Source: an optimization exercise on an open RTL-to-GDS flow (aim: a short achievable clock period and few clock cycles per item). Production flows keep margins and buffers that such runs may drop. In this exercise RTL edits were held to simulation tests only and were not proved equivalent to the original. Power and IR drop assume default switching activity.

Setup of P:
// cpu_top
module cpu_top (
	input logic clk,
	input logic rst_n,
	output logic mem_rd,
	output logic mem_wr,
	output logic [31:0] mem_addr,
	output logic [31:0] mem_wdata,
	input logic [31:0] mem_rdata
);
	cpu_pkg::mem_req_t mem_req;
	cpu_core #(
		.RESET_PC(32'd0)
	) u_cpu_core (
		.CLK(clk),
		.rst_n(rst_n),
		.mem_req(mem_req),
		.mem_rdata(mem_rdata)
	);
	assign mem_rd = mem_req.rd;
	assign mem_wr = mem_req.wr;
	assign mem_addr = mem_req.addr;
	assign mem_wdata = mem_req.wdata;
endmodule
For scale: ~9200 cells after synthesis, roughly 2100 flip-flops, ~100 I/O pins.
Settings: LEC_CHECK=0, CAP_MARGIN=20, CELL_PAD_IN_SITES_DETAIL_PLACEMENT=1, CELL_PAD_IN_SITES_GLOBAL_PLACEMENT=1, CORE_MARGIN=2, CORE_UTILIZATION=25, PLACE_DENSITY=0.5, SLEW_MARGIN=20; clock period 10.0 ns.
standard.sh (not shown) runs the stock make flow with config.mk's settings and CLKGATE_MAP_FILE= SYNTH_SCRIPT=/design/flow/synth_recipe.tcl, a recipe that flattens the netlist after the stock synthesis.
==> flow/flow/run.sh <==
#!/bin/bash
# Standard layout, with timing repair aimed well below the 10 ns clock and
# free to resize cells across footprints.
set -euo pipefail
MARGIN=$(cat flow/margin.txt)
bash standard.sh SETUP_SLACK_MARGIN=$MARGIN MATCH_CELL_FOOTPRINT=0 finish > standard_flow.log 2>&1
==> flow/flow/margin.txt <==
7.0
Testbench counts of P, summed over its fixed seeds: cycles 22,486, instrs 16,221.
Here is what was changed in the inputs of Q compared with P.
diff --git a/flow/design.v b/flow/design.v
--- a/flow/design.v
+++ b/flow/design.v
@@ -780,22 +780,20 @@
 		end else if (can_fetch) begin
 			b_rd = 1'b1;
 			b_fetch = 1'b1;
 			b_seq = !btb_use;
 			b_finc = 1'b1;
 		end
 	end
 	assign sel_r = r_redir && !e_mem;
 	always_ff @(posedge CLK or negedge rst_n) begin
 		if (!rst_n) begin
-			mr_rd <= 1'b0;
-			mr_wr <= 1'b0;
 			mr_fetch <= 1'b0;
 			mr_load <= 1'b0;
 			mr_ldest <= '0;
 			fpc <= RESET_PC[9:0];
 			btb_use <= 1'b0;
 			finc <= 1'b0;
 			r_fetch <= 1'b0;
 			r_btb <= 1'b0;
 			r_npc <= '0;
 			r_noff <= '0;
@@ -808,30 +806,30 @@
 			r_fetch <= mr_fetch && !flush && !r_redir;
 			r_btb <= btb_use;
 			r_npc <= bl_tgt;
 			r_noff <= bl_noff;
 			r_nseq <= bl_nseq;
 			r_pc <= fpc;
 			r_pc1 <= fpc + 10'd1;
 			w_load <= mr_load;
 			w_dest <= mr_ldest;
 			mr_ldest <= e_dest;
-			mr_wr <= b_wr;
 			mr_load <= b_load;
-			mr_rd <= sel_r ? can_fetch_r : b_rd;
 			mr_fetch <= sel_r ? can_fetch_r : b_fetch;
 			fpc <= r_redir ? r_tgt : b_fpc;
 			btb_use <= lk_hit && b_seq && !r_redir;
 			finc <= r_redir ? sel_r && can_fetch_r : b_finc;
 		end
 	end
 	always_ff @(posedge CLK) begin
+		mr_rd <= sel_r ? can_fetch_r : b_rd;
+		mr_wr <= b_wr;
 		mr_addr[31:10] <= b_addr[31:10];
 		mr_addr[9:0] <= sel_r ? r_tgt : b_addr[9:0];
 		mr_wdata <= x_b;
 	end
 	always_comb begin
 		mem_req.rd = mr_rd;
 		mem_req.wr = mr_wr;
 		mem_req.addr = mr_addr;
 		mem_req.wdata = mr_wdata;
 	end
Findings:
- u_cpu_core.mr_addr[27] as the critical path startpoint was reported by Q, and u_cpu_core.mr_wdata[6] by P.
- Q: detailed-route vias per instance is 1.5% higher than what P reported.
- Looking only at proportion of power drawn by the clock network, and setting everything else aside, the lower value of P and Q goes to Q.
- [compare] base=P new=Q: count of cell instances traversed by the critical path did not really move; clock-buffer cell count shows a reduction of 6.4%; maximum clock frequency down about 0.35%; number of non-clock buffers in the layout moved down.
- Tap cell count (Q vs. P) decreases slightly
- Q against P; number of vias after detailed routing is up slightly.
Testbench counts of Q, summed over its fixed seeds: cycles 22,486, instrs 16,221.

---

## before
cpu_top, a different RTL version from the one above (not shown whole).
Size in the first run: about 2100 flip-flops, ~100 I/O pins.
// cpu_top
module cpu_top (
	input logic clk,
	input logic rst_n,
	output logic mem_rd,
	output logic mem_wr,
	output logic [31:0] mem_addr,
	output logic [31:0] mem_wdata,
	input logic [31:0] mem_rdata
);
	cpu_pkg::mem_req_t mem_req;
	cpu_core #(
		.RESET_PC(32'd0)
	) u_cpu_core (
		.CLK(clk),
		.rst_n(rst_n),
		.mem_req(mem_req),
		.mem_rdata(mem_rdata)
	);
	assign mem_rd = mem_req.rd;
	assign mem_wr = mem_req.wr;
	assign mem_addr = mem_req.addr;
	assign mem_wdata = mem_req.wdata;
endmodule
Settings: LEC_CHECK=0, CAP_MARGIN=20, CELL_PAD_IN_SITES_DETAIL_PLACEMENT=1, CELL_PAD_IN_SITES_GLOBAL_PLACEMENT=1, CORE_MARGIN=2, CORE_UTILIZATION=25, PLACE_DENSITY=0.5, SLEW_MARGIN=20; clock period 10.0 ns.
==> flow/flow/margin.txt <==
7.5
Scripts as last shown in full above: flow/flow/run.sh
before was carried through to the last stage, and its layout satisfied the timing, design-rule and antenna checks.
Testbench counts of before, summed over its fixed seeds: cycles 22,486, instrs 16,221.
The inputs of after differ from those of before as listed below.
-- flow/design.v --
<<< before, line 395
	cpu_pkg::word_t d_a;
	cpu_pkg::word_t d_b;
	assign fe_a = e_wen && (e_dest == rs);
	assign fe_b = e_wen && (e_dest == rt);
	assign stall_a = ir_use_rs && ((e_load && e_dest == rs) || (mr_load && mr_ldest == rs));
	assign stall_b = ir_use_rt && ((e_load && e_dest == rt) || (mr_load && mr_ldest == rt));
	assign d_stall = d_v && (stall_a || stall_b);
	always_comb begin
		if (m_wen && m_dest == rs) d_a = m_res;
		else if (w_load && w_dest == rs) d_a = mem_rdata;
		else d_a = rf_a;
		if (m_wen && m_dest == rt) d_b = m_res;
		else if (w_load && w_dest == rt) d_b = mem_rdata;
		else d_b = rf_b;
	end
>>> after, line 395
	cpu_pkg::word_t d_a;
	cpu_pkg::word_t d_b;
	logic hz_e_a;
	logic hz_e_b;
	logic hz_m_a;
	logic hz_m_b;
	logic hz_w_a;
	logic hz_w_b;
	logic hz_l_a;
	logic hz_l_b;
	assign fe_a = hz_e_a;
	assign fe_b = hz_e_b;
	assign stall_a = ir_use_rs && hz_l_a;
	assign stall_b = ir_use_rt && hz_l_b;
	assign d_stall = d_v && (stall_a || stall_b);
	always_comb begin
		if (hz_m_a) d_a = m_res;
		else if (hz_w_a) d_a = mem_rdata;
		else d_a = rf_a;
		if (hz_m_b) d_b = m_res;
		else if (hz_w_b) d_b = mem_rdata;
		else d_b = rf_b;
	end
<<< before, line 564
	end
	assign pop = (!d_v || !d_stall) && q_v[0];
	logic q_use_rs;
	logic q_use_rt;
>>> after, line 572
	end
	assign pop = (!d_v || !d_stall) && q_v[0];
	cpu_pkg::reg_idx_t n_rs;
	cpu_pkg::reg_idx_t n_rt;
	logic n_e_wen;
	logic n_e_load;
	assign n_rs = pop ? q_ins[0][25:21] : rs;
	assign n_rt = pop ? q_ins[0][20:16] : rt;
	assign n_e_wen = d_v && !d_stall && dc_wen && !dc_load;
	assign n_e_load = d_v && !d_stall && dc_load;
	always_ff @(posedge CLK or negedge rst_n) begin
		if (!rst_n) begin
			hz_e_a <= 1'b0;
			hz_e_b <= 1'b0;
			hz_m_a <= 1'b0;
			hz_m_b <= 1'b0;
			hz_w_a <= 1'b0;
			hz_w_b <= 1'b0;
			hz_l_a <= 1'b0;
			hz_l_b <= 1'b0;
		end else begin
			hz_e_a <= n_e_wen && dc_dest == n_rs;
			hz_e_b <= n_e_wen && dc_dest == n_rt;
			hz_m_a <= e_wen && e_dest == n_rs;
			hz_m_b <= e_wen && e_dest == n_rt;
			hz_w_a <= mr_load && mr_ldest == n_rs;
			hz_w_b <= mr_load && mr_ldest == n_rt;
			hz_l_a <= (n_e_load && dc_dest == n_rs) || (e_load && e_dest == n_rs);
			hz_l_b <= (n_e_load && dc_dest == n_rt) || (e_load && e_dest == n_rt);
		end
	end
	logic q_use_rs;
	logic q_use_rt;
<<< before, line 751
	always_ff @(posedge CLK or negedge rst_n) begin
		if (!rst_n) begin
			mr_rd <= 1'b0;
			mr_wr <= 1'b0;
			mr_fetch <= 1'b0;
			mr_load <= 1'b0;
>>> after, line 788
	always_ff @(posedge CLK or negedge rst_n) begin
		if (!rst_n) begin
			mr_fetch <= 1'b0;
			mr_load <= 1'b0;
<<< before, line 779
			w_dest <= mr_ldest;
			mr_ldest <= e_dest;
			mr_wr <= b_wr;
			mr_load <= b_load;
			mr_rd <= sel_r ? can_fetch_r : b_rd;
			mr_fetch <= sel_r ? can_fetch_r : b_fetch;
			fpc <= r_redir ? r_tgt : b_fpc;
>>> after, line 814
			w_dest <= mr_ldest;
			mr_ldest <= e_dest;
			mr_load <= b_load;
			mr_fetch <= sel_r ? can_fetch_r : b_fetch;
			fpc <= r_redir ? r_tgt : b_fpc;
<<< before, line 789
	end
	always_ff @(posedge CLK) begin
		mr_addr[31:10] <= b_addr[31:10];
		mr_addr[9:0] <= sel_r ? r_tgt : b_addr[9:0];
>>> after, line 822
	end
	always_ff @(posedge CLK) begin
		mr_rd <= sel_r ? can_fetch_r : b_rd;
		mr_wr <= b_wr;
		mr_addr[31:10] <= b_addr[31:10];
		mr_addr[9:0] <= sel_r ? r_tgt : b_addr[9:0];
Notes after the runs:
after vs before — non-clock inverter instance count of the final layout climbed by more than a quarter. Higher fmax was reported by after, not before. Placement row count, before and after, higher one = before. after ended up with a higher largest driver fanout on the critical path than before did. Diff before -> after: average footprint of a synthesized cell saw a decrease, sequential fraction of design power climbed 0.7 points, synthesized instance count increased by 667 relative to the old numbers, core utilization now smaller. Of after and before, it is after that has the higher data required time at the worst endpoint. NOTE: design area in after falls short of that of before. STATUS first-pass GRT wire length: after loses against before. The lower design internal power of before and after is in after. When after is measured against before, its proportion of power drawn by combinational gates turns out 2.0 points lower. On after: cell area power density is about 2.4% higher than what before gave.
Testbench counts of after, summed over its fixed seeds: cycles 22,486, instrs 16,221.

re-timing with driven ports:
In the flow no input, the clock included, has a driving cell. The finished layouts below were timed again as built, in two steps. Step 1: set_driving_cell puts a clkbuf_16 on clk and a buf_2 on each other input, an assumption about the parent block. Step 2 also shifts input and output timing later by t, the mid clock arrival at the registers, as if the neighbouring blocks saw the same clock. Slacks: no drivers / after step 1 / after step 2; pairs: no drivers / after step 1.
run | t, ns | setup WS [ns] | worst setup path at the end | worst register clock-pin slew, ns | pins driven straight from the clock port
P | 1.060 | 6.477 / 6.380 / 5.696 | input to register | 0.07 / 0.07 | 1
Q | 1.045 | 6.464 / 6.367 / 5.483 | input to register | 0.07 / 0.07 | 1
before | 1.058 | 6.440 / 6.323 / 5.850 | input to register | 0.08 / 0.08 | 1
after | 1.036 | 6.458 / 6.387 / 5.673 | input to register | 0.07 / 0.07 | 1
After both steps setup and hold are still met in every run listed. For Q, which loses most, drivers alone change the setup slack by -0.097 ns; drivers and shift together by -0.981 ns.
